Context: an optimization exercise on an open-source flow, tuned for small area, a short achievable clock period and few clock cycles per item. The choices shown serve that exercise and are no tape-out recipe. Only simulation tests tie the RTL to the original design; equivalence was not proved.

==> flow/design.v (outline; a module is shown in full before it is edited, if it fits) <==
// module fp32_div_pipe: 1058 lines
// module fp32_div_csa: 12 lines
// module fp32_div_hadd: 11 lines
module fp32_div_pipe (
  input  logic        clk,
  input  logic        rst_n,
  input  logic        in_valid,
  output logic        in_ready,
  input  logic [31:0] in_a,
  input  logic [31:0] in_b,
  output logic        out_valid,
  input  logic        out_ready,
  output logic [31:0] out_q,
  output logic [3:0]  out_flags
);
  // ...
==> flow/flow/run.sh <==
#!/bin/bash
# Own layout flow: the standard flow (standard synthesis, floorplan, place,
# CTS, route) unchanged, except that the input and output port buffers that
# buffer_ports inserts are sky130_fd_sc_hd__buf_2 cells instead of the default
# choice. Every port is still buffered.
set -euo pipefail
export BUFFER_PORTS_ARGS="-buffer_cell sky130_fd_sc_hd__buf_2"
bash standard.sh finish > standard_flow.log 2>&1
==> flow/standard.sh <==
#!/bin/bash
# synth_recipe.tcl (not shown) runs the flow's synth.tcl, then flattens the netlist and writes it again
# the make line also repeats each setting of config.mk as NAME=value (left out here)
make -C /OpenROAD-flow-scripts/flow DESIGN_CONFIG=/design/flow/config.mk WORK_HOME=/design/flow/orfs CLKGATE_MAP_FILE= SYNTH_SCRIPT=/design/flow/synth_recipe.tcl "${@:-finish}"
==> flow/config.mk <==
export PLATFORM = sky130hd
export DESIGN_NAME = fp32_div_pipe
export DESIGN_NICKNAME = fp32_div_pipe
export VERILOG_FILES = /design/flow/design.v
export SDC_FILE = /design/flow/constraint.sdc
export NUM_CORES = 4
export LEC_CHECK = 0
export ABC_AREA = 1
export CAP_MARGIN = 20
export CORE_MARGIN = 2
export CORE_UTILIZATION = 60
export CTS_CLUSTER_DIAMETER = 80
export CTS_CLUSTER_SIZE = 24
export SLEW_MARGIN = 60
export SYNTH_HIERARCHICAL = 1
export SYNTH_MINIMUM_KEEP_SIZE = 0
==> flow/constraint.sdc <==
create_clock -name core_clock -period 125.0 [get_ports {clk}]
set_input_delay 25.0000 -clock core_clock [delete_from_list [all_inputs] [get_ports {clk}]]
set_output_delay 25.0000 -clock core_clock [all_outputs]
set_load 0.01 [all_outputs]
==> metrics.yaml, run 1 <==
synthesis:
  async_flop_share: 0
  yosysTopAreaCell: "fa_1"
  yosysUniqueCellTypes: 60
  yosys_warnings: 7
worst_setup_path:
  cp.arrival_ps: 1160
  critPathBufInv: 1
  r2r_cells: 109
  crit_chain: "buf_2"
cells_and_area:
  fillers: 5779
  diodes: 3
  seq_share: 0.2053
route:
  drc: 0
  vias: 32030
  wl_met3_um: 9369
sta:
  max_clock_freq_ghz: 0.03823
  slew_viol_final: 0
  hold_slack_ps: 425.2
  fin_tns_setup_ps: 0
  fin_ws_ps: 98840
outcome:
  outcome: "timing/DRC/antenna clean"
placed_design:
  place.gp.congestion: 0.9389
global_route:
  grt_pass1_wl_um: 196100
clock_network:
  post_cts_buffers: 0
Testbench counts, summed over its fixed seeds: cycles 16,032, items 16,000.
==> run 2, diff against run 1 <==
--- a/flow/config.mk
+++ b/flow/config.mk
@@ -9,8 +9,8 @@
 export CAP_MARGIN = 20
 export CORE_MARGIN = 2
 export CORE_UTILIZATION = 60
-export CTS_CLUSTER_DIAMETER = 80
-export CTS_CLUSTER_SIZE = 24
+export CTS_CLUSTER_DIAMETER = 100
+export CTS_CLUSTER_SIZE = 30
 export SLEW_MARGIN = 60
 export SYNTH_HIERARCHICAL = 1
 export SYNTH_MINIMUM_KEEP_SIZE = 0
==> run 2 against run 1 <==
Highest routed layer unchanged. Still clean. Core utilization decreased by 0.30 points. Global-route usage fell by 0.053 points. Area after synthesis is the same. Cell area is 0.47% lower. Setup slack improved by 14 ps. Register-to-register slack improved by 50 ps. Synthesized cell count is the same.
==> metrics.yaml, run 2 <==
worst_setup_path:
  path_depth: 1  # unchanged
  cp_slowest_cell: "edfxtp_1"  # unchanged
  cp.required_ps: 100000  # about the same
  critPathMaxStageDelay_ps: 400  # about the same
  cp_top_family: "flip-flops"  # unchanged
  cp.arrival_ps: 1140  # was 1160 ps
  critPathBufInv: 1  # unchanged
  crit_chain: "buf_2"  # unchanged
  cp-start-kind: "register"  # unchanged
  r2r_cells: 109  # unchanged
  crit_fanout: 1  # unchanged
  cp-end-kind: "output pin"  # unchanged
  crit_type: "register to output pin"  # unchanged
route:
  dr.pass1.iters: 6  # unchanged
  drt-vias-per-instance: 6.136  # was 6.166
  totalWireLength_um: 123500  # was 123,800 um
  antenna_left: 0  # unchanged
  wl_per_cell_um: 23.83  # was 23.84 um
  vias: 31800  # was 32,030
  drc: 0  # unchanged
  drt_first_iter_violations: 2947  # was 3,085
global_route:
  antenna_found_initial: 2  # unchanged
  grt-busiest-layer: "met2"  # unchanged
  use_met1: 0.4859  # was 0.4862
  grt_pass1_wl_um: 195900  # was 196,100 um
  use_met2: 0.5576  # was 0.5593
  grt_max_degree: 137  # unchanged
  first_global_vias: 33010  # was 33,040
  grt_use_met3: 0.04556  # was 0.04600
  grt_usage: 0.3441  # was 0.3446
  grt_overflow: 0  # unchanged
floorplan:
  rows: 97  # unchanged
  ios: 106  # unchanged
  die-area_sq_um: 73540  # unchanged
  start_util: 0.6085  # unchanged
  die_w_um: 271.2  # unchanged
  die_h_um: 271.2  # unchanged
  coreArea_sq_um: 70390  # unchanged
sta:
  finClkSkew_ps: 39.65  # was 39.40 ps
  period_minus_slack_ps: 26140  # was 26,160 ps
  min_period_over_period: 0.2091  # was 0.2092
  slew_viol_final: 0  # unchanged
  fin_ws_ps: 98860  # was 98,840 ps
  slew_headroom: 0.6103  # was 0.6065
  fin_tns_setup_ps: 0  # unchanged
  worst_pin_slew_ps: 584.6  # was 590.3 ps
  finalSetupViolCount: 0  # unchanged
  hold_viol: 0  # unchanged
  hold_slack_ps: 429.9  # was 425.2 ps
  max_clock_freq_ghz: 0.03825  # was 0.03823 GHz
  rsz0062_at_grt: "false"  # unchanged
placed_design:
  dpl.hpwl_um: 93180  # unchanged
  place_ws_ps: 99050  # unchanged
  place.gp.congestion: 0.9389  # unchanged
  port_buffers: 105  # unchanged
cells_and_area:
  reg.largest.list: "out_q_r x32, sk_q x32"  # unchanged
  drive_gt1_frac: 0.08559  # was 0.08751
  mostFrequentLayoutCell: "fa_1"  # unchanged
  register_area_sq_um: 9369  # unchanged
  area_delta_synth_final_pct: 6.029  # was 6.528%
  most-common-layout-cells: "fa_1, nand2_1, o21ai_0"  # unchanged
  multi_input_area_sq_um: 31370  # unchanged
  finalNetCount: 5293  # was 5,298
  fillers: 5779  # unchanged
clock_network:
  cts-htree-levels: 1  # unchanged
  postCtsHoldBufs: 0  # unchanged
  root_buffer: "clkbuf_16"  # unchanged
  cts_sinks: 326  # unchanged
  cts_resized: 0  # unchanged
  post_cts_buffers: 0  # unchanged
  cts_tree: "built"  # unchanged
  clk_path_buf_depth: 3  # unchanged
  insertion_delay_ps: 580  # was 610 ps
  cts_buffers: 19  # was 24
  clk_pin_slew_ps: 110  # was 90 ps
synthesis:
  synth_ff_type: "edfxtp_1"  # unchanged
  yosysMostFrequentCell: "fa_1"  # unchanged
  netlist_top_cells_count: "fa_1, nand2_1, o21ai_0"  # unchanged
  async_flop_share: 0  # unchanged
  synth_edf_count: 284  # unchanged
  yosysTopAreaCell: "fa_1"  # unchanged
  synth-seq-cells: 326  # unchanged
  synthCells: 4245  # unchanged
  synthTopCellsByArea: "fa_1, edfxtp_1, nand2_1, xor2_1, o21ai_0"  # unchanged
  synth_top_area_share: 0.3898  # unchanged
  syn-cell-area_sq_um: 42830  # unchanged
  syn_avg_cell_area_sq_um: 10.09  # unchanged
  yosys_warnings: 7  # unchanged
  synth_nets: 5310  # unchanged
  yosysUniqueCellTypes: 60  # unchanged
  ys_seq_area_frac: 0.2187  # unchanged
outcome:
  outcome: "timing/DRC/antenna clean"  # unchanged
min_path:
  worst_hold_path_type: "register to register"  # unchanged
  hold_path_depth: 0  # unchanged
flow_run:
  cap_violations: 0  # unchanged
-- run 2: cell counts after synthesis --
Identical to the previous run, type by type.
-- run 2: area by class of cell --
cell class,count,area share
Antenna cell,1,0.00005510
Clock buffer,23,0.01080
Clock inverter,11,0.004105
Inverter,346,0.02923
Sequential cell,326,0.2063
Tap cell,940,0.02590
Timing Repair Buffer,227,0.03303
Multi-Input combinational cell,3308,0.6906
-- run 2: worst reg2reg max path: cells and delay by family, from the launching register on --
kind | cells | cell delay [ps]
compound gates | 23 | 3780
xor+xnor | 1 | 180
fa+ha+maj | 27 | 10450
buf+inv | 12 | 2700
flops | 1 | 440
simple gates | 46 | 6780
-- run 2: path summary, 6_finish.rpt --
check,startpoint,slack (ps),endpoint
setup reg to reg,r1_S[22],100380,r2_fr[22]
setup / recovery,out_f_r[2],98860,out_flags[2]
hold / removal,r1_fa[18],430,r2_fa[18]
hold reg to reg,r1_fa[18],430,r2_fa[18]
-- run 2: kinds of logic after synthesis --
family	synth area share
DFF	0.2187
adders and majority gates	0.4374
AOI/OAI and AO/OA	0.1202
and+or+nand+nor	0.1030
muxes	0.002804
xor gates and xnor gates	0.06400
buffers and inverters	0.05389
-- run 2: through the flow --
step                std cells  instance area (sq um)    util
floorplan                4245                  42830       -
global placement         5124                  44390  0.6306
detailed placement       5138                  44640  0.6341
CTS                      5172                  45310  0.6437
global route             5182                  45420  0.6452
finish                   5182                  45420  0.6452
-- run 2: metal layers --
layer	vias to the layer above	wire, um	part of all wire
li1	14020	-	-
met3	289	9391	0.076
met5	-	14	0.00011
met1	15970	50300	0.41
met2	1516	59290	0.48
met4	2	4499	0.036
==> run 3, diff against run 2 <==
--- a/flow/config.mk
+++ b/flow/config.mk
@@ -11,6 +11,6 @@
 export CORE_UTILIZATION = 60
 export CTS_CLUSTER_DIAMETER = 100
 export CTS_CLUSTER_SIZE = 30
-export SLEW_MARGIN = 60
+export SLEW_MARGIN = 40
 export SYNTH_HIERARCHICAL = 1
 export SYNTH_MINIMUM_KEEP_SIZE = 0
==> run 3 against run 2 <==
Fmax hardly changed. Largest cell class unchanged. Via count down 0.15%. Setup slack better by 1.8 ps.
==> metrics.yaml, run 3 <==
outcome:
  outcome: "timing/DRC/antenna clean"  # unchanged
clock_network:
  postCtsHoldBufs: 0  # unchanged
  cts_resized: 0  # unchanged
  cts_buffers: 19  # unchanged
  cts-htree-levels: 1  # unchanged
  clk_path_buf_depth: 3  # unchanged
  post_cts_buffers: 0  # unchanged
  cts_sinks: 326  # unchanged
  clk_pin_slew_ps: 110  # about the same
  root_buffer: "clkbuf_16"  # unchanged
  cts_tree: "built"  # unchanged
  insertion_delay_ps: 570  # was 580 ps
cells_and_area:
  mostFrequentLayoutCell: "fa_1"  # unchanged
  final_cells: 5163  # was 5,182
  area_delta_synth_final_pct: 5.491  # was 6.029%
  stdcell_area_sq_um: 45190  # was 45,420 sq um
  reg.largest.list: "out_q_r x32, sk_q x32"  # unchanged
  drive_gt1_frac: 0.07937  # was 0.08559
  final_util: 0.6419  # was 0.6452
  finalNetCount: 5273  # was 5,293
  most-common-layout-cells: "fa_1, nand2_1, o21ai_0"  # unchanged
placed_design:
  place_ws_ps: 97550  # was 99,050 ps
  port_buffers: 105  # unchanged
  placed_area_sq_um: 44450  # was 44,640 sq um
  dpl.cell_count: 5126  # was 5,138
  dpl.hpwl_um: 92680  # was 93,180 um
  place.gp.congestion: 0.9389  # unchanged
worst_setup_path:
  cp-end-kind: "output pin"  # unchanged
  crit_fanout: 1  # unchanged
  critPathBufInv: 1  # unchanged
  cp.arrival_ps: 1140  # about the same
  cp_slowest_cell: "edfxtp_1"  # unchanged
  cp_top_family: "flip-flops"  # unchanged
  reg2reg_to: "r1_S[20]"  # was r2_fr[22]
  crit_type: "register to output pin"  # unchanged
  r2r_cells: 96  # was 109
  timing.rr.start: "r0_b[17]"  # was r1_S[22]
  rrSetupSlack_ps: 99370  # was 100,380 ps
  critPathMaxStageDelay_ps: 410  # was 400 ps
  crit_chain: "buf_2"  # unchanged
  cp.required_ps: 100000  # about the same
  cp-start-kind: "register"  # unchanged
synthesis:
  syn_avg_cell_area_sq_um: 10.09  # unchanged
  synthTopCellsByArea: "fa_1, edfxtp_1, nand2_1, xor2_1, o21ai_0"  # unchanged
  async_flop_share: 0  # unchanged
  yosys_warnings: 7  # unchanged
  yosysMostFrequentCell: "fa_1"  # unchanged
  syn-cell-area_sq_um: 42830  # unchanged
  synth_edf_count: 284  # unchanged
  ys_seq_area_frac: 0.2187  # unchanged
  synth_ff_type: "edfxtp_1"  # unchanged
  synth_top_area_share: 0.3898  # unchanged
  netlist_top_cells_count: "fa_1, nand2_1, o21ai_0"  # unchanged
  synth-seq-cells: 326  # unchanged
  yosysUniqueCellTypes: 60  # unchanged
  synth_nets: 5310  # unchanged
  synthCells: 4245  # unchanged
  yosysTopAreaCell: "fa_1"  # unchanged
global_route:
  grt_max_degree: 137  # unchanged
  grt_usage: 0.3443  # was 0.3441
  antenna_found_initial: 4  # was 2
  grt_pass1_wl_um: 195600  # was 195,900 um
  grt_overflow: 0  # unchanged
  first_global_vias: 32860  # was 33,010
floorplan:
  die_h_um: 271.2  # unchanged
  coreArea_sq_um: 70390  # unchanged
  ios: 106  # unchanged
  start_util: 0.6085  # unchanged
  die_w_um: 271.2  # unchanged
  rows: 97  # unchanged
  die-area_sq_um: 73540  # unchanged
route:
  wl_met2_um: 59710  # was 59,290 um
  vias: 31750  # was 31,800
  drt_first_iter_violations: 2989  # was 2,947
  drt-vias-per-instance: 6.149  # was 6.136
  wl_met1_um: 50570  # was 50,300 um
  totalWireLength_um: 123800  # was 123,500 um
  dr.pass1.iters: 6  # unchanged
  drc: 0  # unchanged
  top_layer: "met5"  # unchanged
  antenna_left: 0  # unchanged
  wl_met3_um: 9301  # was 9391 um
  wl_per_cell_um: 23.98  # was 23.83 um
min_path:
  worst_hold_path_type: "register to register"  # unchanged
  min_from: "r1_fa[18]"  # unchanged
  hold_path_depth: 0  # unchanged
  min_to: "r2_fa[18]"  # unchanged
sta:
  max_clock_freq_ghz: 0.03826  # was 0.03825 GHz
  slew_headroom: 0.4286  # was 0.6103
  fin_tns_setup_ps: 0  # unchanged
  slew_viol_final: 0  # unchanged
  fin_ws_ps: 98860  # about the same
  hold_slack_ps: 431.0  # was 429.9 ps
  finalSetupViolCount: 0  # unchanged
  worst_pin_slew_ps: 857.0  # was 584.6 ps
  rsz0062_at_grt: "false"  # unchanged
  period_minus_slack_ps: 26140  # about the same
  hold_viol: 0  # unchanged
  min_period_over_period: 0.2091  # about the same
  finClkSkew_ps: 38.03  # was 39.65 ps
flow_run:
  cap_violations: 0  # unchanged
## run 3: cells by family after synthesis
kind of cell	Yosys count	synth area share
multiplexers	12	0.002804
buffers and inverters	611	0.05389
AO/OA/AOI/OAI	915	0.1202
adder cells (fa/ha/maj)	997	0.4374
XOR/XNOR	313	0.06400
AND/OR/NAND/NOR	1071	0.1030
flip-flops	326	0.2187
## run 3: area by class of cell
type / count / area, sq um
clock buffer: 23 / 510.5
clock inverter: 11 / 185.2
sequential: 326 / 9369
tap: 940 / 1176
inverter: 346 / 1314
fill: 5780 / 25210
timing repair buffer: 207 / 1310
antenna: 2 / 5.005
multi-input combinational: 3308 / 31320
## run 3: worst reg2reg max path: cells and delay by family, from the launching register on
| family | cells | cell delay, ps |
|---|---|---|
| adders and majority gates | 20 | 8120 |
| AOI/OAI and AO/OA | 28 | 5080 |
| and+or+nand+nor | 24 | 6670 |
| buffers and inverters | 24 | 4840 |
| DFF | 1 | 700 |
## run 3: how the worst max path moves through the flow
stage | start | to | cells after the start
after global routing | r1_S[22] | r2_fr[15] | 108
after CTS | r0_b[17] | r1_S[14] | 95
after global placement | r0_b[17] | r1_S[14] | 95
after detailed placement | r0_b[17] | r1_S[14] | 95
final | out_f_r[2] | out_flags[2] | 1
after floorplan | out_ready | out_f_r[0] | 1
## run 3: layer usage
layer | global-route usage | up-vias
met3 | 0.04352 | 257
met2 | 0.5638 | 1426
met1 | 0.4859 | 16080
met5 | 0 | -
li1 | - | 13980
met4 | 0.1056 | 4
==> run 4, diff against run 3 <==
--- a/flow/config.mk
+++ b/flow/config.mk
@@ -6,11 +6,11 @@
 export NUM_CORES = 4
 export LEC_CHECK = 0
 export ABC_AREA = 1
-export CAP_MARGIN = 20
+export CAP_MARGIN = 0
 export CORE_MARGIN = 2
 export CORE_UTILIZATION = 60
 export CTS_CLUSTER_DIAMETER = 100
 export CTS_CLUSTER_SIZE = 30
-export SLEW_MARGIN = 40
+export SLEW_MARGIN = 50
 export SYNTH_HIERARCHICAL = 1
 export SYNTH_MINIMUM_KEEP_SIZE = 0
==> run 4 against run 3 <==
Still clean. Synthesized cell count is the same. Area after synthesis is the same. Clock skew grew 2.0 ps. Critical path type unchanged. Largest cell class unchanged. Highest routed layer unchanged.
==> metrics.yaml, run 4 <==
outcome:
  outcome: "timing/DRC/antenna clean"  # unchanged
synthesis:
  synthTopCellsByArea: "fa_1, edfxtp_1, nand2_1, xor2_1, o21ai_0"  # unchanged
  yosys_warnings: 7  # unchanged
  netlist_top_cells_count: "fa_1, nand2_1, o21ai_0"  # unchanged
  syn-cell-area_sq_um: 42830  # unchanged
  yosysMostFrequentCell: "fa_1"  # unchanged
  async_flop_share: 0  # unchanged
  yosysTopAreaCell: "fa_1"  # unchanged
  synth_nets: 5310  # unchanged
  synth_top_area_share: 0.3898  # unchanged
  syn_avg_cell_area_sq_um: 10.09  # unchanged
  yosysUniqueCellTypes: 60  # unchanged
  synth_ff_type: "edfxtp_1"  # unchanged
  synthCells: 4245  # unchanged
  synth_edf_count: 284  # unchanged
  synth-seq-cells: 326  # unchanged
  ys_seq_area_frac: 0.2187  # unchanged
placed_design:
  place_ws_ps: 99050  # was 97,550 ps
  place.gp.congestion: 0.9389  # unchanged
  port_buffers: 105  # unchanged
  dpl.hpwl_um: 93100  # was 92,680 um
cells_and_area:
  area_delta_synth_final_pct: 5.667  # was 5.491%
  finalNetCount: 5277  # was 5,273
  mostFrequentLayoutCell: "fa_1"  # unchanged
  final_util: 0.6430  # was 0.6419
  reg.largest.list: "out_q_r x32, sk_q x32"  # unchanged
  drive_gt1_frac: 0.08166  # was 0.07937
  most-common-layout-cells: "fa_1, nand2_1, o21ai_0"  # unchanged
flow_run:
  cap_violations: 0  # unchanged
sta:
  worst_pin_slew_ps: 686.5  # was 857.0 ps
  rsz0062_at_grt: "false"  # unchanged
  finalSetupViolCount: 0  # unchanged
  max_clock_freq_ghz: 0.03826  # about the same
  fin_ws_ps: 98870  # was 98,860 ps
  period_minus_slack_ps: 26130  # was 26,140 ps
  hold_viol: 0  # unchanged
  slew_viol_final: 0  # unchanged
  finClkSkew_ps: 40.07  # was 38.03 ps
  min_period_over_period: 0.2091  # about the same
  hold_slack_ps: 428.1  # was 431.0 ps
  slew_headroom: 0.5407  # was 0.4286
  fin_tns_setup_ps: 0  # unchanged
clock_network:
  root_buffer: "clkbuf_16"  # unchanged
  cts_tree: "built"  # unchanged
  post_cts_buffers: 0  # unchanged
  clk_pin_slew_ps: 110  # about the same
  cts-htree-levels: 1  # unchanged
  cts_buffers: 19  # unchanged
  cts_resized: 0  # unchanged
  clk_path_buf_depth: 3  # unchanged
  cts_sinks: 326  # unchanged
  insertion_delay_ps: 580  # was 570 ps
  postCtsHoldBufs: 0  # unchanged
worst_setup_path:
  crit_fanout: 1  # unchanged
  cp.arrival_ps: 1130  # was 1140 ps
  rrSetupSlack_ps: 100050  # was 99,370 ps
  r2r_cells: 98  # was 96
  crit_type: "register to output pin"  # unchanged
  cp_slowest_cell: "edfxtp_1"  # unchanged
  critPathBufInv: 1  # unchanged
  cp-end-kind: "output pin"  # unchanged
  timing.rr.start: "r0_b[17]"  # unchanged
  critPathMaxStageDelay_ps: 400  # was 410 ps
  cp-start-kind: "register"  # unchanged
  cp.required_ps: 100000  # about the same
  reg2reg_to: "r1_S[14]"  # was r1_S[20]
  cp_top_family: "flip-flops"  # unchanged
  crit_chain: "buf_2"  # unchanged
route:
  drc: 0  # unchanged
  totalWireLength_um: 124300  # was 123,800 um
  vias: 31740  # was 31,750
  dr.pass1.iters: 6  # unchanged
  drt_first_iter_violations: 3189  # was 2,989
  drt-vias-per-instance: 6.144  # was 6.149
  antenna_left: 0  # unchanged
  wl_per_cell_um: 24.06  # was 23.98 um
global_route:
  first_global_vias: 32740  # was 32,860
  grt_pass1_wl_um: 195700  # was 195,600 um
  grt_max_degree: 137  # unchanged
  grt_overflow: 0  # unchanged
  antenna_found_initial: 1  # was 4
  grt_usage: 0.3446  # was 0.3443
floorplan:
  die_h_um: 271.2  # unchanged
  start_util: 0.6085  # unchanged
  ios: 106  # unchanged
  die_w_um: 271.2  # unchanged
  coreArea_sq_um: 70390  # unchanged
  rows: 97  # unchanged
  die-area_sq_um: 73540  # unchanged
min_path:
  min_to: "r2_fa[14]"  # was r2_fa[18]
  worst_hold_path_type: "register to register"  # unchanged
  hold_path_depth: 0  # unchanged
  min_from: "r1_fa[14]"  # was r1_fa[18]
-- run 4: routing by layer --
layer | track usage | wire (um) | part of all wire | vias to the layer above
li1 | - | - | - | 13980
met1 | 0.4862 | 50760 | 0.41 | 15970
met2 | 0.5628 | 59890 | 0.48 | 1505
met3 | 0.04591 | 9175 | 0.074 | 287
met4 | 0.1050 | 4459 | 0.036 | 2
met5 | 0 | 11 | 0.000089 | -
-- run 4: worst register-to-register path: cells and delay by family (launching register included) --
kind            cells  cell delay [ps]
fa+ha+maj          19             8040
compound gates     28             4570
simple gates       25             6450
buf+inv            26             5110
flops               1              520
-- run 4: cell families (layout without fill, tap and decap cells) --
| family | count (synthesis) | count (layout) | synth area share |
|---|---|---|---|
| AOI/OAI and AO/OA | 915 | 915 | 0.1202 |
| xor gates and xnor gates | 313 | 313 | 0.06400 |
| adders and majority gates | 997 | 997 | 0.4374 |
| buffers and inverters | 611 | 591 | 0.05389 |
| DFF | 326 | 326 | 0.2187 |
| muxes | 12 | 12 | 0.002804 |
| other | 0 | 1 | 0 |
| and+or+nand+nor | 1071 | 1071 | 0.1030 |
-- run 4: area by class of cell --
class / count / area [sq um]
multi-input cells: 3308 / 31350
fillers: 5834 / 25130
flip-flops and latches: 326 / 9369
repair buffers: 211 / 1348
inverters: 346 / 1318
well taps: 940 / 1176
clock buffers: 22 / 486.7
clock inverters: 12 / 210.2
diodes: 1 / 2.502
-- run 4: worst max-delay path by stage --
stage / startpoint / end / slack (ps) / cells after the start
floorplan: out_ready / out_f_r[0] / 99120 / 1
global placement: r0_b[17] / r1_S[14] / 96410 / 95
detailed placement: out_ready / out_q_r[29] / 99050 / 2
CTS: out_q_r[18] / out_q[18] / 98840 / 1
global route: r1_S[22] / r2_fr[15] / 98040 / 110
finish: out_q_r[18] / out_q[18] / 98870 / 1
-- run 4: per-stage QoR --
stage | std cells | instance area [sq um]
6_report | 5166 | 45260
5_1_grt | 5165 | 45260
4_1_cts | 5165 | 45230
3_5_place_dp | 5131 | 44530
3_3_place_gp | 5124 | 44390
2_1_floorplan | 4245 | 42830
==> run 5, diff against run 4 <==
--- a/flow/config.mk
+++ b/flow/config.mk
@@ -6,7 +6,7 @@
 export NUM_CORES = 4
 export LEC_CHECK = 0
 export ABC_AREA = 1
-export CAP_MARGIN = 0
+export CAP_MARGIN = 20
 export CORE_MARGIN = 2
 export CORE_UTILIZATION = 60
 export CTS_CLUSTER_DIAMETER = 100
==> run 5 against run 4 <==
Die area is the same. Critical path depth is the same. Largest cell class unchanged. Register-to-register slack is essentially flat. Still clean. Cell area is the same.
==> metrics.yaml, run 5 <==
floorplan:
  die_h_um: 271.2  # unchanged
  rows: 97  # unchanged
  ios: 106  # unchanged
  die-area_sq_um: 73540  # unchanged
  start_util: 0.6085  # unchanged
  die_w_um: 271.2  # unchanged
  coreArea_sq_um: 70390  # unchanged
worst_setup_path:
  cp-start-kind: "register"  # unchanged
  crit_start: "out_q_r[18]"  # unchanged
  crit_fanout: 1  # unchanged
  critPathBufInv: 1  # unchanged
  crit_type: "register to output pin"  # unchanged
  cp.required_ps: 100000  # about the same
  cp_slowest_cell: "edfxtp_1"  # unchanged
  cp_top_family: "flip-flops"  # unchanged
  cp-end-kind: "output pin"  # unchanged
  critPathMaxStageDelay_ps: 400  # about the same
  timing.rr.start: "r0_b[17]"  # unchanged
  crit_chain: "buf_2"  # unchanged
  cp.arrival_ps: 1130  # about the same
  rrSetupSlack_ps: 100050  # about the same
cells_and_area:
  multi_input_area_sq_um: 31350  # unchanged
  fillers: 5834  # unchanged
  stdcell_area_sq_um: 45260  # unchanged
  drive_gt1_frac: 0.08166  # unchanged
  area_delta_synth_final_pct: 5.667  # unchanged
  register_area_sq_um: 9369  # unchanged
  reg.largest.list: "out_q_r x32, sk_q x32"  # unchanged
  finalNetCount: 5277  # unchanged
  mostFrequentLayoutCell: "fa_1"  # unchanged
  most-common-layout-cells: "fa_1, nand2_1, o21ai_0"  # unchanged
synthesis:
  synth_nets: 5310  # unchanged
  synth_edf_count: 284  # unchanged
  synth_mux_area_frac: 0.002804  # unchanged
  synth-simple-area-share: 0.1030  # unchanged
  async_flop_share: 0  # unchanged
  yosys_warnings: 7  # unchanged
  synth_ff_type: "edfxtp_1"  # unchanged
  synthCells: 4245  # unchanged
  ys_seq_area_frac: 0.2187  # unchanged
  netlist_top_cells_count: "fa_1, nand2_1, o21ai_0"  # unchanged
  syn_avg_cell_area_sq_um: 10.09  # unchanged
  yosysUniqueCellTypes: 60  # unchanged
  synth-seq-cells: 326  # unchanged
  synth_compound_area_frac: 0.1202  # unchanged
  synth-xor-area-share: 0.06400  # unchanged
  syn-cell-area_sq_um: 42830  # unchanged
  synth_top_family_by_area: "adder cells"  # unchanged
  synthTopCellsByArea: "fa_1, edfxtp_1, nand2_1, xor2_1, o21ai_0"  # unchanged
  yosysTopAreaCell: "fa_1"  # unchanged
  synth_top_area_share: 0.3898  # unchanged
  yosys.area_share.adder: 0.4374  # unchanged
  yosysMostFrequentCell: "fa_1"  # unchanged
global_route:
  grt_max_degree: 137  # unchanged
  grt_usage: 0.3446  # unchanged
  antenna_found_initial: 1  # unchanged
  first_global_vias: 32740  # unchanged
  grt_overflow: 0  # unchanged
  grt_pass1_wl_um: 195700  # unchanged
clock_network:
  postCtsHoldBufs: 0  # unchanged
  cts_resized: 0  # unchanged
  root_buffer: "clkbuf_16"  # unchanged
  cts_sinks: 326  # unchanged
  cts_tree: "built"  # unchanged
  clk_pin_slew_ps: 110  # about the same
  post_cts_buffers: 0  # unchanged
  insertion_delay_ps: 580  # about the same
  cts-htree-levels: 1  # unchanged
  cts_buffers: 19  # unchanged
  clk_path_buf_depth: 3  # unchanged
sta:
  hold_viol: 0  # unchanged
  rsz0062_at_grt: "false"  # unchanged
  finClkSkew_ps: 40.07  # unchanged
  slew_headroom: 0.5407  # unchanged
  max_clock_freq_ghz: 0.03826  # unchanged
  worst_pin_slew_ps: 686.5  # unchanged
  period_minus_slack_ps: 26130  # unchanged
  fin_tns_setup_ps: 0  # unchanged
  min_period_over_period: 0.2091  # unchanged
  slew_viol_final: 0  # unchanged
  finalSetupViolCount: 0  # unchanged
outcome:
  outcome: "timing/DRC/antenna clean"  # unchanged
route:
  drc: 0  # unchanged
  drt_first_iter_violations: 3189  # unchanged
  antenna_left: 0  # unchanged
  vias: 31740  # unchanged
  dr.pass1.iters: 6  # unchanged
  wl_per_cell_um: 24.06  # unchanged
  drt-vias-per-instance: 6.144  # unchanged
  totalWireLength_um: 124300  # unchanged
placed_design:
  port_buffers: 105  # unchanged
  placed_area_sq_um: 44530  # unchanged
  place.gp.congestion: 0.9389  # unchanged
  dpl.hpwl_um: 93100  # unchanged
min_path:
  worst_hold_path_type: "register to register"  # unchanged
  min_from: "r1_fa[14]"  # unchanged
flow_run:
  cap_violations: 0  # unchanged
## run 5: per-layer routing
| metal | GRT usage | vias to the layer above | wire, um |
|---|---|---|---|
| met4 | 0.1050 | 2 | 4459 |
| met3 | 0.04591 | 287 | 9175 |
| met2 | 0.5628 | 1505 | 59890 |
| met1 | 0.4862 | 15970 | 50760 |
| met5 | 0 | - | 11 |
| li1 | - | 13980 | - |
## run 5: final timing paths
kind | to | cells past startpoint
min reg2reg | r2_fa[14] | 0
max reg2reg | r1_S[14] | 98
min | r2_fa[14] | 0
max | out_q[18] | 1
## run 5: cell type report
| cell class | instances | area share |
|---|---|---|
| Sequential cell | 326 | 0.2070 |
| Clock inverter | 12 | 0.004644 |
| Inverter | 346 | 0.02911 |
| Antenna cell | 1 | 0.00005529 |
| Clock buffer | 22 | 0.01075 |
| Timing Repair Buffer | 211 | 0.02977 |
| Multi-Input combinational cell | 3308 | 0.6927 |
| Tap cell | 940 | 0.02598 |
## run 5: logic make-up (layout without fill, tap and decap cells)
| family | Yosys count | in the layout |
|---|---|---|
| compound gates | 915 | 915 |
| xor+xnor | 313 | 313 |
| fa+ha+maj | 997 | 997 |
| buf+inv | 611 | 591 |
| flops | 326 | 326 |
| mux | 12 | 12 |
| other cells | 0 | 1 |
| simple gates | 1071 | 1071 |
## run 5: through the flow
stage	setup WS, ps	hold slack [ps]	instances	utilization
floorplan	99120	400.3	4245	-
global placement	96410	402.0	5124	0.6306
detailed placement	99050	404.5	5131	0.6327
CTS	98840	430.4	5165	0.6426
global route	98040	432.2	5165	0.6430
finish	98870	428.1	5166	0.6430
==> run 6, diff against run 5 <==
--- a/flow/config.mk
+++ b/flow/config.mk
@@ -11,6 +11,7 @@
 export CORE_UTILIZATION = 60
 export CTS_CLUSTER_DIAMETER = 100
 export CTS_CLUSTER_SIZE = 30
-export SLEW_MARGIN = 50
+export PLACE_DENSITY = 0.75
+export SLEW_MARGIN = 45
 export SYNTH_HIERARCHICAL = 1
 export SYNTH_MINIMUM_KEEP_SIZE = 0
==> run 6 against run 5 <==
Area after synthesis did not move. First-iteration DRC count rose by 20%. Critical path depth did not move. Non-clock buffer count fell by 8. Fmax barely moved. Core utilization barely moved. Die area did not move. Via count rose by 1.8%. Routed wire length fell by 4.4%. Critical endpoint is now out_q[26]. Largest cell class unchanged. Highest routed layer unchanged.
==> metrics.yaml, run 6 <==
synthesis:
  synth_mux_area_frac: 0.002804  # unchanged
  synth-xor-area-share: 0.06400  # unchanged
  async_flop_share: 0  # unchanged
  synth-simple-area-share: 0.1030  # unchanged
  syn-cell-area_sq_um: 42830  # unchanged
  synth_ff_type: "edfxtp_1"  # unchanged
  yosys.area_share.adder: 0.4374  # unchanged
  synth-seq-cells: 326  # unchanged
  synth_top_family_by_area: "adder cells"  # unchanged
  yosysUniqueCellTypes: 60  # unchanged
  synth_top_area_share: 0.3898  # unchanged
  syn_avg_cell_area_sq_um: 10.09  # unchanged
  synthTopCellsByArea: "fa_1, edfxtp_1, nand2_1, xor2_1, o21ai_0"  # unchanged
  synth_edf_count: 284  # unchanged
  synth_nets: 5310  # unchanged
  synth_compound_area_frac: 0.1202  # unchanged
  yosys_warnings: 7  # unchanged
  ys_seq_area_frac: 0.2187  # unchanged
  netlist_top_cells_count: "fa_1, nand2_1, o21ai_0"  # unchanged
  synthCells: 4245  # unchanged
  yosysTopAreaCell: "fa_1"  # unchanged
  yosysMostFrequentCell: "fa_1"  # unchanged
flow_run:
  cap_violations: 0  # unchanged
route:
  drt_first_iter_violations: 3836  # was 3,189
  totalWireLength_um: 118800  # was 124,300 um
  antenna_left: 0  # unchanged
  wl_per_cell_um: 23.02  # was 24.06 um
  drc: 0  # unchanged
  dr.pass1.iters: 8  # was 6
  vias: 32320  # was 31,740
  drt-vias-per-instance: 6.263  # was 6.144
cells_and_area:
  drive_gt1_frac: 0.07915  # was 0.08166
  multi_input_area_sq_um: 31300  # was 31,350 sq um
  mostFrequentLayoutCell: "fa_1"  # unchanged
  area_delta_synth_final_pct: 5.640  # was 5.667%
  reg.largest.list: "out_q_r x32, sk_q x32"  # unchanged
  final_util: 0.6428  # was 0.6430
  final_cells: 5161  # was 5,166
  register_area_sq_um: 9369  # unchanged
  fillers: 5630  # was 5,834
  most-common-layout-cells: "fa_1, nand2_1, o21ai_0"  # unchanged
  finalNetCount: 5271  # was 5,277
floorplan:
  die_w_um: 271.2  # unchanged
  die-area_sq_um: 73540  # unchanged
  ios: 106  # unchanged
  rows: 97  # unchanged
  start_util: 0.6085  # unchanged
  coreArea_sq_um: 70390  # unchanged
  die_h_um: 271.2  # unchanged
sta:
  finalSetupViolCount: 0  # unchanged
  fin_tns_setup_ps: 0  # unchanged
  finClkSkew_ps: 58.23  # was 40.07 ps
  slew_headroom: 0.4821  # was 0.5407
  worst_pin_slew_ps: 776.8  # was 686.5 ps
  period_minus_slack_ps: 26140  # was 26,130 ps
  max_clock_freq_ghz: 0.03826  # about the same
  hold_viol: 0  # unchanged
  slew_viol_final: 0  # unchanged
  min_period_over_period: 0.2091  # about the same
  rsz0062_at_grt: "false"  # unchanged
min_path:
  worst_hold_path_type: "register to register"  # unchanged
placed_design:
  dpl.cell_count: 5122  # was 5,131
  dpl.hpwl_um: 89050  # was 93,100 um
  port_buffers: 105  # unchanged
  place.gp.congestion: 0.9813  # was 0.9389
worst_setup_path:
  cp-end-kind: "output pin"  # unchanged
  crit_fanout: 1  # unchanged
  critPathBufInv: 1  # unchanged
  cp-start-kind: "register"  # unchanged
  cp.arrival_ps: 1140  # was 1130 ps
  crit_type: "register to output pin"  # unchanged
  rrSetupSlack_ps: 99190  # was 100,050 ps
  cp.required_ps: 100000  # about the same
  critPathMaxStageDelay_ps: 410  # was 400 ps
  crit_chain: "buf_2"  # unchanged
  cp_slowest_cell: "edfxtp_1"  # unchanged
  cp_top_family: "flip-flops"  # unchanged
clock_network:
  cts_buffers: 21  # was 19
  postCtsHoldBufs: 0  # unchanged
  cts_tree: "built"  # unchanged
  clk_path_buf_depth: 3  # unchanged
  clk_pin_slew_ps: 110  # about the same
  cts_sinks: 326  # unchanged
  post_cts_buffers: 0  # unchanged
  cts-htree-levels: 1  # unchanged
  insertion_delay_ps: 600  # was 580 ps
  root_buffer: "clkbuf_16"  # unchanged
  cts_resized: 0  # unchanged
global_route:
  grt_pass1_wl_um: 187700  # was 195,700 um
  antenna_found_initial: 2  # was 1
  first_global_vias: 33540  # was 32,740
  grt_overflow: 0  # unchanged
  grt_max_degree: 134  # was 137
  grt_usage: 0.3277  # was 0.3446
outcome:
  outcome: "timing/DRC/antenna clean"  # unchanged
run 6: final timing paths:
check               to         from  cells past startpoint
max reg2reg  r2_fr[22]     r1_S[22]                    109
min reg2reg   r2_fa[3]     r1_fa[3]                      0
min           r2_fa[3]     r1_fa[3]                      0
max          out_q[26]  out_q_r[26]                      1
run 6: per-stage QoR:
stage | instance area [sq um] | worst slack (ps) | hold WS [ps]
after floorplan | 42830 | 99120 | 400.3
after detailed placement | 44420 | 98400 | 404.5
after global routing | 45250 | 97150 | 423.3
after CTS | 45210 | 98320 | 424.5
after global placement | 44320 | 96800 | 401.2
final | 45250 | 98860 | 422.2
run 6: kinds of logic after synthesis:
logic type	count (synthesis)
AO/OA/AOI/OAI	915
XOR/XNOR	313
adder cells (fa/ha/maj)	997
buffers and inverters	611
flip-flops	326
multiplexers	12
AND/OR/NAND/NOR	1071
run 6: final cells by class:
class / count / share of cell area
multi-input combinational: 3308 / 0.6917
sequential: 326 / 0.2070
clock buffer: 25 / 0.01194
inverter: 346 / 0.02903
tap: 940 / 0.02599
timing repair buffer: 203 / 0.02865
clock inverter: 12 / 0.005613
antenna: 1 / 0.00005530
run 6: routing by layer:
metal / GRT usage / up-vias / part of all wire
met2: 0.5079 / 1941 / 0.45
met5: 0 / - / 0.00011
li1: - / 13980 / -
met3: 0.07696 / 378 / 0.11
met1: 0.4508 / 16030 / 0.39
met4: 0.1329 / 2 / 0.046
==> run 7, diff against run 6 <==
--- a/flow/config.mk
+++ b/flow/config.mk
@@ -11,7 +11,8 @@
 export CORE_UTILIZATION = 60
 export CTS_CLUSTER_DIAMETER = 100
 export CTS_CLUSTER_SIZE = 30
-export PLACE_DENSITY = 0.75
+export GPL_ROUTABILITY_DRIVEN = 0
+export GPL_TIMING_DRIVEN = 0
 export SLEW_MARGIN = 45
 export SYNTH_HIERARCHICAL = 1
 export SYNTH_MINIMUM_KEEP_SIZE = 0
==> run 7 against run 6 <==
Via count grew 0.51%. Register-to-register slack lost 2500 ps. Routed wire length grew 6.5%. Critical path type is now register to register. Count of clock-buffer cells in the layout shrank 2. Area after synthesis is the same.
==> metrics.yaml, run 7 <==
outcome:
  outcome: "timing/DRC/antenna clean"  # unchanged
global_route:
  grt_max_degree: 39  # was 134
  grt_pass1_wl_um: 197300  # was 187,700 um
  antenna_found_initial: 3  # was 2
  first_global_vias: 33430  # was 33,540
  grt_usage: 0.3518  # was 0.3277
  grt_overflow: 0  # unchanged
clock_network:
  post_cts_buffers: 0  # unchanged
  cts_sinks: 326  # unchanged
  cts_buffers: 20  # was 21
  root_buffer: "clkbuf_16"  # unchanged
  clk_path_buf_depth: 3  # unchanged
  cts_resized: 0  # unchanged
  clk_pin_slew_ps: 110  # about the same
  insertion_delay_ps: 610  # was 600 ps
  cts_tree: "built"  # unchanged
  cts-htree-levels: 1  # unchanged
  postCtsHoldBufs: 0  # unchanged
cells_and_area:
  register_area_sq_um: 9369  # unchanged
  reg.largest.list: "out_q_r x32, sk_q x32"  # unchanged
  most-common-layout-cells: "fa_1, nand2_1, o21ai_0"  # unchanged
  multi_input_area_sq_um: 31230  # was 31,300 sq um
  stdcell_area_sq_um: 45580  # was 45,250 sq um
  finalNetCount: 5446  # was 5,271
  fillers: 5815  # was 5,630
  area_delta_synth_final_pct: 6.400  # was 5.640%
  mostFrequentLayoutCell: "fa_1"  # unchanged
  drive_gt1_frac: 0.05416  # was 0.07915
placed_design:
  dpl.hpwl_um: 104900  # was 89,050 um
  placed_area_sq_um: 44780  # was 44,420 sq um
  port_buffers: 105  # unchanged
route:
  drc: 0  # unchanged
  totalWireLength_um: 126600  # was 118,800 um
  dr.pass1.iters: 6  # was 8
  drt-vias-per-instance: 6.090  # was 6.263
  drt_first_iter_violations: 3073  # was 3,836
  vias: 32490  # was 32,320
  antenna_left: 0  # unchanged
  wl_per_cell_um: 23.72  # was 23.02 um
sta:
  period_minus_slack_ps: 28350  # was 26,140 ps
  max_clock_freq_ghz: 0.03527  # was 0.03826 GHz
  finClkSkew_ps: 65.96  # was 58.23 ps
  finalSetupViolCount: 0  # unchanged
  worst_pin_slew_ps: 882.6  # was 776.8 ps
  fin_tns_setup_ps: 0  # unchanged
  rsz0062_at_grt: "false"  # unchanged
  hold_viol: 0  # unchanged
  hold_slack_ps: 429.4  # was 422.2 ps
  slew_headroom: 0.4116  # was 0.4821
  slew_viol_final: 0  # unchanged
  min_period_over_period: 0.2268  # was 0.2091
min_path:
  worst_hold_path_type: "register to register"  # unchanged
  hold_path_depth: 0  # unchanged
synthesis:
  synth_top_area_share: 0.3898  # unchanged
  async_flop_share: 0  # unchanged
  synth_ff_type: "edfxtp_1"  # unchanged
  syn-cell-area_sq_um: 42830  # unchanged
  yosysUniqueCellTypes: 60  # unchanged
  yosysTopAreaCell: "fa_1"  # unchanged
  synth_edf_count: 284  # unchanged
  netlist_top_cells_count: "fa_1, nand2_1, o21ai_0"  # unchanged
  yosys_warnings: 7  # unchanged
  ys_seq_area_frac: 0.2187  # unchanged
  synthTopCellsByArea: "fa_1, edfxtp_1, nand2_1, xor2_1, o21ai_0"  # unchanged
  syn_avg_cell_area_sq_um: 10.09  # unchanged
  synth-seq-cells: 326  # unchanged
  synthCells: 4245  # unchanged
  yosysMostFrequentCell: "fa_1"  # unchanged
  synth_nets: 5310  # unchanged
floorplan:
  die_w_um: 271.2  # unchanged
  coreArea_sq_um: 70390  # unchanged
  ios: 106  # unchanged
  die_h_um: 271.2  # unchanged
  start_util: 0.6085  # unchanged
  die-area_sq_um: 73540  # unchanged
  rows: 97  # unchanged
worst_setup_path:
  cp_slowest_cell: "fa_1"  # was edfxtp_1
  rrSetupSlack_ps: 96650  # was 99,190 ps
  crit_fanout: 12  # was 1
  crit_start: "r1_S[24]"  # was out_q_r[26]
  cp.arrival_ps: 28770  # was 1140 ps
  cp.required_ps: 125420  # was 100,000 ps
  r2r_cells: 103  # was 109
  reg2reg_to: "r2_fr[15]"  # was r2_fr[22]
  crit_end: "r2_fr[15]"  # was out_q[26]
  crit_type: "register to register"  # was register to output pin
  timing.rr.start: "r1_S[24]"  # was r1_S[22]
  cpMostUsedCell: "nand2_1"
  cp-start-kind: "register"  # unchanged
  cp-end-kind: "register"  # was output pin
  critPathMaxStageDelay_ps: 620  # was 410 ps
flow_run:
  cap_violations: 0  # unchanged
run 7: cell counts after synthesis:
Identical to the previous run, type by type.
run 7: worst min path at each step:
stage,slack (ps),start,endpoint
finish,430,r1_fa[14],r2_fa[14]
global route,440,r1_e[5],r2_e[5]
CTS,430,r1_e[2],r2_e[2]
detailed placement,400,r1_e[2],r2_e[2]
global placement,400,r1_e[1],r2_e[1]
floorplan,400,r0_s,r1_s
run 7: cell families after synthesis:
logic type	after synthesis	synth area share
flip-flops	326	0.2187
multiplexers	12	0.002804
XOR/XNOR	313	0.06400
buffers and inverters	611	0.05389
AND/OR/NAND/NOR	1071	0.1030
adder cells (fa/ha/maj)	997	0.4374
AO/OA/AOI/OAI	915	0.1202
run 7: per-stage QoR:
| step | std cells | util | setup slack, ps |
|---|---|---|---|
| after floorplan | 4245 | - | 99120 |
| after global placement | 5290 | 0.6327 | 96650 |
| after detailed placement | 5299 | 0.6361 | 97220 |
| after CTS | 5334 | 0.6471 | 97110 |
| after global routing | 5334 | 0.6474 | 94480 |
| final | 5335 | 0.6475 | 96650 |
run 7: cell type report:
cell class              instances  area share
multi-input cells            3308      0.6852
flip-flops and latches        326      0.2056
inverters                     346     0.02855
well taps                     940     0.02581
plain buffers                 265     0.02254
repair buffers                114     0.01532
clock buffers                  23     0.01123
clock inverters                12    0.005765
diodes                          1  0.00005491
run 7: critical path, delay by kind of cell, from the launching register on:
kind / cells / cell delay, ps
DFF: 1 / 450
adders and majority gates: 22 / 9800
AOI/OAI and AO/OA: 22 / 3600
xor gates and xnor gates: 1 / 160
buffers and inverters: 19 / 6000
and+or+nand+nor: 39 / 8100
run 7: metal layers:
layer	vias up	global-route usage	part of all wire
met4	2	0.1356	0.047
li1	14330	-	-
met3	326	0.06183	0.082
met5	-	0	0.000087
met2	1654	0.5746	0.48
met1	16180	0.4744	0.39
==> run 8, diff against run 7 <==
--- a/flow/config.mk
+++ b/flow/config.mk
@@ -11,8 +11,6 @@
 export CORE_UTILIZATION = 60
 export CTS_CLUSTER_DIAMETER = 100
 export CTS_CLUSTER_SIZE = 30
-export GPL_ROUTABILITY_DRIVEN = 0
-export GPL_TIMING_DRIVEN = 0
 export SLEW_MARGIN = 45
 export SYNTH_HIERARCHICAL = 1
 export SYNTH_MINIMUM_KEEP_SIZE = 0
==> run 8 against run 7 <==
Hold slack got worse by 11 ps. First-iteration DRC count is 0.72% lower. Non-clock buffer count is 170 lower. Core utilization down 0.54 points. Count of clock-buffer cells in the layout is 1 lower. Via count fell by 2.3%. Area after synthesis is the same. Clock skew shrank 25 ps. Critical endpoint is now out_flags[2]. Highest routed layer unchanged.
==> metrics.yaml, run 8 <==
floorplan:
  die-area_sq_um: 73540  # unchanged
  die_w_um: 271.2  # unchanged
  die_h_um: 271.2  # unchanged
  ios: 106  # unchanged
  rows: 97  # unchanged
  coreArea_sq_um: 70390  # unchanged
  start_util: 0.6085  # unchanged
clock_network:
  post_cts_buffers: 0  # unchanged
  insertion_delay_ps: 580  # was 610 ps
  cts_resized: 0  # unchanged
  cts-htree-levels: 1  # unchanged
  cts_tree: "built"  # unchanged
  cts_sinks: 326  # unchanged
  clk_path_buf_depth: 3  # unchanged
  postCtsHoldBufs: 0  # unchanged
  cts_buffers: 19  # was 20
  root_buffer: "clkbuf_16"  # unchanged
  clk_pin_slew_ps: 120  # was 110 ps
cells_and_area:
  finalNetCount: 5275  # was 5,446
  most-common-layout-cells: "fa_1, nand2_1, o21ai_0"  # unchanged
  drive_gt1_frac: 0.08027  # was 0.05416
  reg.largest.list: "out_q_r x32, sk_q x32"  # unchanged
  mostFrequentLayoutCell: "fa_1"  # unchanged
  multi_input_area_sq_um: 31320  # was 31,230 sq um
  area_delta_synth_final_pct: 5.518  # was 6.400%
  register_area_sq_um: 9369  # unchanged
  final_cells: 5165  # was 5,335
  final_util: 0.6421  # was 0.6475
  fillers: 5782  # was 5,815
sta:
  period_minus_slack_ps: 26140  # was 28,350 ps
  fin_tns_setup_ps: 0  # unchanged
  finalSetupViolCount: 0  # unchanged
  rsz0062_at_grt: "false"  # unchanged
  min_period_over_period: 0.2091  # was 0.2268
  slew_viol_final: 0  # unchanged
  max_clock_freq_ghz: 0.03826  # was 0.03527 GHz
  hold_viol: 0  # unchanged
  finClkSkew_ps: 40.73  # was 65.96 ps
  slew_headroom: 0.4552  # was 0.4116
  worst_pin_slew_ps: 815.3  # was 882.6 ps
placed_design:
  dpl.cell_count: 5128  # was 5,299
  place.gp.congestion: 0.9389
  port_buffers: 105  # unchanged
  dpl.hpwl_um: 92810  # was 104,900 um
global_route:
  antenna_found_initial: 3  # unchanged
  grt_pass1_wl_um: 195500  # was 197,300 um
  grt_overflow: 0  # unchanged
  grt_max_degree: 137  # was 39
  first_global_vias: 32780  # was 33,430
  grt_usage: 0.3439  # was 0.3518
synthesis:
  syn-cell-area_sq_um: 42830  # unchanged
  async_flop_share: 0  # unchanged
  synth_edf_count: 284  # unchanged
  yosys_warnings: 7  # unchanged
  netlist_top_cells_count: "fa_1, nand2_1, o21ai_0"  # unchanged
  synthTopCellsByArea: "fa_1, edfxtp_1, nand2_1, xor2_1, o21ai_0"  # unchanged
  yosysMostFrequentCell: "fa_1"  # unchanged
  synth_nets: 5310  # unchanged
  yosysUniqueCellTypes: 60  # unchanged
  syn_avg_cell_area_sq_um: 10.09  # unchanged
  ys_seq_area_frac: 0.2187  # unchanged
  synthCells: 4245  # unchanged
  synth_ff_type: "edfxtp_1"  # unchanged
  yosysTopAreaCell: "fa_1"  # unchanged
  synth_top_area_share: 0.3898  # unchanged
  synth-seq-cells: 326  # unchanged
route:
  dr.pass1.iters: 5  # was 6
  drt-vias-per-instance: 6.143  # was 6.090
  totalWireLength_um: 123500  # was 126,600 um
  drt_first_iter_violations: 3051  # was 3,073
  antenna_left: 0  # unchanged
  wl_per_cell_um: 23.92  # was 23.72 um
  vias: 31730  # was 32,490
  drc: 0  # unchanged
min_path:
  worst_hold_path_type: "register to register"  # unchanged
worst_setup_path:
  path_depth: 1  # was 103
  cp-end-kind: "output pin"  # was register
  cp_top_family: "flip-flops"  # was adder cells
  crit_fanout: 1  # was 12
  crit_end: "out_flags[2]"  # was r2_fr[15]
  cp.required_ps: 100000  # was 125,420 ps
  cp_slowest_cell: "edfxtp_1"  # was fa_1
  critPathBufInv: 1  # was 19
  timing.rr.start: "r1_S[22]"  # was r1_S[24]
  r2r_cells: 110  # was 103
  rrSetupSlack_ps: 99830  # was 96,650 ps
  reg2reg_to: "r2_fr[22]"  # was r2_fr[15]
  cp-start-kind: "register"  # unchanged
  crit_chain: "buf_2"
  crit_type: "register to output pin"  # was register to register
  cp.arrival_ps: 1140  # was 28,770 ps
  critPathMaxStageDelay_ps: 410  # was 620 ps
  crit_start: "out_f_r[2]"  # was r1_S[24]
flow_run:
  cap_violations: 0  # unchanged
outcome:
  outcome: "timing/DRC/antenna clean"  # unchanged
## run 8: worst min path at each step
stage	startpoint	endpoint	slack, ps	depth (start not counted)
after CTS	r1_fa[14]	r2_fa[14]	420	0
after floorplan	r0_s	r1_s	400	0
after global placement	r1_fa[17]	r2_fa[17]	400	0
after detailed placement	r1_fa[13]	r2_fa[13]	400	0
final	r1_fa[14]	r2_fa[14]	420	0
after global routing	r1_fa[14]	r2_fa[14]	430	0
## run 8: per-stage QoR
step | instance area (sq um) | setup slack [ps] | hold slack, ps
after floorplan | 42830 | 99120 | 400.3
after global placement | 44390 | 96410 | 402.0
after detailed placement | 44490 | 99060 | 404.5
after CTS | 45170 | 98830 | 423.5
after global routing | 45200 | 97660 | 425.0
final | 45200 | 98860 | 418.8
## run 8: area by class of cell
class,count,area share
inverter,346,0.02907
tap,940,0.02602
multi-input combinational,3308,0.6930
clock inverter,12,0.004208
antenna,2,0.0001107
sequential,326,0.2073
timing repair buffer,209,0.02954
clock buffer,22,0.01077
## run 8: kinds of logic after synthesis
logic type | count (synthesis) | share of synthesized area
adder cells (fa/ha/maj) | 997 | 0.4374
buffers and inverters | 611 | 0.05389
AO/OA/AOI/OAI | 915 | 0.1202
AND/OR/NAND/NOR | 1071 | 0.1030
XOR/XNOR | 313 | 0.06400
multiplexers | 12 | 0.002804
flip-flops | 326 | 0.2187
## run 8: routing by layer
| metal | global-route usage | vias to the layer above | part of all wire |
|---|---|---|---|
| li1 | - | 13980 | - |
| met1 | 0.4838 | 16040 | 0.41 |
| met2 | 0.5632 | 1422 | 0.48 |
| met3 | 0.04414 | 290 | 0.070 |
| met4 | 0.1076 | 2 | 0.038 |
| met5 | 0 | - | 0.00012 |
==> run 9, diff against run 8 <==
--- a/flow/config.mk
+++ b/flow/config.mk
@@ -8,7 +8,7 @@
 export ABC_AREA = 1
 export CAP_MARGIN = 20
 export CORE_MARGIN = 2
-export CORE_UTILIZATION = 60
+export CORE_UTILIZATION = 55
 export CTS_CLUSTER_DIAMETER = 100
 export CTS_CLUSTER_SIZE = 30
 export SLEW_MARGIN = 45
==> run 9 against run 8 <==
Still clean on timing, DRC and antenna. Synthesized cell count stayed put. Clock skew is 16 ps higher. Cell area is 0.87% higher. Setup slack worse by 89 ps. Critical endpoint unchanged. Highest routed layer is now met4.
==> metrics.yaml, run 9 <==
synthesis:
  synth_top_area_share: 0.3898  # unchanged
  yosys_warnings: 7  # unchanged
  synth_nets: 5310  # unchanged
  yosysMostFrequentCell: "fa_1"  # unchanged
  syn-cell-area_sq_um: 42830  # unchanged
  ys_seq_area_frac: 0.2187  # unchanged
  synth_ff_type: "edfxtp_1"  # unchanged
  synth_edf_count: 284  # unchanged
  synthTopCellsByArea: "fa_1, edfxtp_1, nand2_1, xor2_1, o21ai_0"  # unchanged
  netlist_top_cells_count: "fa_1, nand2_1, o21ai_0"  # unchanged
  synthCells: 4245  # unchanged
  async_flop_share: 0  # unchanged
  yosysTopAreaCell: "fa_1"  # unchanged
  synth-seq-cells: 326  # unchanged
  yosysUniqueCellTypes: 60  # unchanged
  syn_avg_cell_area_sq_um: 10.09  # unchanged
floorplan:
  coreArea_sq_um: 77340  # was 70,390 sq um
  die_h_um: 283.1  # was 271.2 um
  start_util: 0.5539  # was 0.6085
  rows: 102  # was 97
  die-area_sq_um: 80130  # was 73,540 sq um
  die_w_um: 283.1  # was 271.2 um
  ios: 106  # unchanged
outcome:
  outcome: "timing/DRC/antenna clean"  # unchanged
global_route:
  antenna_found_initial: 0  # was 3
  grt_usage: 0.3204  # was 0.3439
  first_global_vias: 32920  # was 32,780
  grt_pass1_wl_um: 198400  # was 195,500 um
  grt_max_degree: 135  # was 137
  grt_overflow: 0  # unchanged
clock_network:
  cts_sinks: 326  # unchanged
  insertion_delay_ps: 620  # was 580 ps
  post_cts_buffers: 0  # unchanged
  cts_tree: "built"  # unchanged
  root_buffer: "clkbuf_16"  # unchanged
  cts-htree-levels: 1  # unchanged
  postCtsHoldBufs: 0  # unchanged
  clk_path_buf_depth: 3  # unchanged
  cts_resized: 0  # unchanged
  cts_buffers: 22  # was 19
  clk_pin_slew_ps: 110  # was 120 ps
cells_and_area:
  most-common-layout-cells: "fa_1, nand2_1, o21ai_0"  # unchanged
  area_delta_synth_final_pct: 6.438  # was 5.518%
  fillers: 6721  # was 5,782
  finalNetCount: 5276  # was 5,275
  reg.largest.list: "out_q_r x32, sk_q x32"  # unchanged
  drive_gt1_frac: 0.08185  # was 0.08027
  multi_input_area_sq_um: 31340  # was 31,320 sq um
  diodes: 0  # was 2
  register_area_sq_um: 9369  # unchanged
  mostFrequentLayoutCell: "fa_1"  # unchanged
route:
  drc: 0  # unchanged
  drt-vias-per-instance: 5.934  # was 6.143
  drt_first_iter_violations: 2448  # was 3,051
  dr.pass1.iters: 6  # was 5
  totalWireLength_um: 125500  # was 123,500 um
  antenna_left: 0  # unchanged
  wl_per_cell_um: 23.83  # was 23.92 um
  vias: 31250  # was 31,730
worst_setup_path:
  cp.arrival_ps: 1230  # was 1140 ps
  cp-start-kind: "register"  # unchanged
  cp_slowest_cell: "edfxtp_1"  # unchanged
  crit_chain: "buf_2"  # unchanged
  critPathBufInv: 1  # unchanged
  crit_type: "register to output pin"  # unchanged
  critPathMaxStageDelay_ps: 440  # was 410 ps
  cp.required_ps: 100000  # about the same
  cp-end-kind: "output pin"  # unchanged
  cp_top_family: "flip-flops"  # unchanged
  crit_fanout: 1  # unchanged
sta:
  period_minus_slack_ps: 26230  # was 26,140 ps
  max_clock_freq_ghz: 0.03813  # was 0.03826 GHz
  hold_viol: 0  # unchanged
  slew_headroom: 0.4839  # was 0.4552
  slew_viol_final: 0  # unchanged
  rsz0062_at_grt: "false"  # unchanged
  finClkSkew_ps: 56.79  # was 40.73 ps
  worst_pin_slew_ps: 774.1  # was 815.3 ps
  fin_tns_setup_ps: 0  # unchanged
  min_period_over_period: 0.2098  # was 0.2091
  finalSetupViolCount: 0  # unchanged
min_path:
  worst_hold_path_type: "register to register"  # unchanged
placed_design:
  port_buffers: 105  # unchanged
  place.gp.congestion: 0.8951  # was 0.9389
  dpl.hpwl_um: 93530  # was 92,810 um
flow_run:
  cap_violations: 0  # unchanged
run 9: final timing paths:
kind                            startpoint      endpoint  slack [ps]  cells past startpoint
worst max-delay path            out_f_r[2]  out_flags[2]       98770                      1
worst max register to register    r1_S[24]     r2_fr[22]       99470                    113
worst min-delay path               r1_e[0]       r2_e[0]         420                      0
worst min register to register     r1_e[0]       r2_e[0]         420                      0
run 9: logic make-up (layout without fill, tap and decap cells):
logic type                 count (synthesis)  in the layout  synth area share
and+or+nand+nor                         1071           1071            0.1030
adders and majority gates                997            997            0.4374
AOI/OAI and AO/OA                        915            915            0.1202
buffers and inverters                    611            593           0.05389
DFF                                      326            326            0.2187
xor gates and xnor gates                 313            313           0.06400
muxes                                     12             12          0.002804
run 9: layout make-up:
| type | instances | share of cell area |
|---|---|---|
| flip-flops and latches | 326 | 0.2055 |
| inverters | 346 | 0.02882 |
| clock inverters | 14 | 0.006806 |
| multi-input cells | 3308 | 0.6875 |
| well taps | 1040 | 0.02854 |
| clock buffers | 26 | 0.01287 |
| repair buffers | 207 | 0.03000 |
run 9: per-layer routing:
metal,track usage,vias up,share of wire
li1,-,13970,-
met1,0.4326,15870,0.41
met2,0.5477,1168,0.50
met3,0.04130,248,0.058
met4,0.08955,0,0.031
met5,0,-,0
run 9: metrics by stage:
| stage | hold WS (ps) | utilization | setup WS (ps) | std cells | area, sq um |
|---|---|---|---|---|---|
| floorplan | 400.3 | - | 99120 | 4245 | 42830 |
| global placement | 400.8 | 0.5747 | 96440 | 5212 | 44450 |
| detailed placement | 404.5 | 0.5775 | 98620 | 5226 | 44670 |
| CTS | 425.9 | 0.5891 | 98570 | 5266 | 45560 |
| global route | 430.9 | 0.5895 | 97670 | 5267 | 45590 |
| finish | 422.1 | 0.5895 | 98770 | 5267 | 45590 |

## static timing again, ports no longer ideal
Ports are ideal in the flow. The routed layouts listed here were re-timed in OpenROAD. Step 1 sets driving cells, clkbuf_16 on the clock port and buf_2 on the other inputs (assumed; they add their load-dependent delay and slew). Step 2 moves the port delays by t, midway between the first and last clock arrival at a register: inputs arrive t later, outputs are due t later. That takes back most of the time a late clock gives input paths. a / b / c = ideal ports / drivers / drivers and shift; a / b = the first two.
run | t (ns) | setup WS [ns] | hold WS [ns]
run 1 | 0.655 | 98.844 / 98.775 / 99.091 | 0.425 / 0.425 / 0.425
run 2 | 0.630 | 98.859 / 98.792 / 99.098 | 0.430 / 0.430 / 0.430
run 3 | 0.621 | 98.860 / 98.794 / 99.078 | 0.431 / 0.431 / 0.431
run 4 | 0.627 | 98.866 / 98.798 / 99.079 | 0.428 / 0.428 / 0.428
run 5 | 0.627 | 98.866 / 98.798 / 99.079 | 0.428 / 0.428 / 0.428
run 6 | 0.634 | 98.861 / 98.792 / 99.061 | 0.422 / 0.422 / 0.422
run 7 | 0.644 | 96.648 / 96.648 / 96.648 | 0.429 / 0.429 / 0.429
run 8 | 0.629 | 98.861 / 98.792 / 99.052 | 0.419 / 0.419 / 0.419
run 9 | 0.658 | 98.772 / 98.702 / 99.079 | 0.422 / 0.422 / 0.422
After both steps every run listed still meets setup and hold.
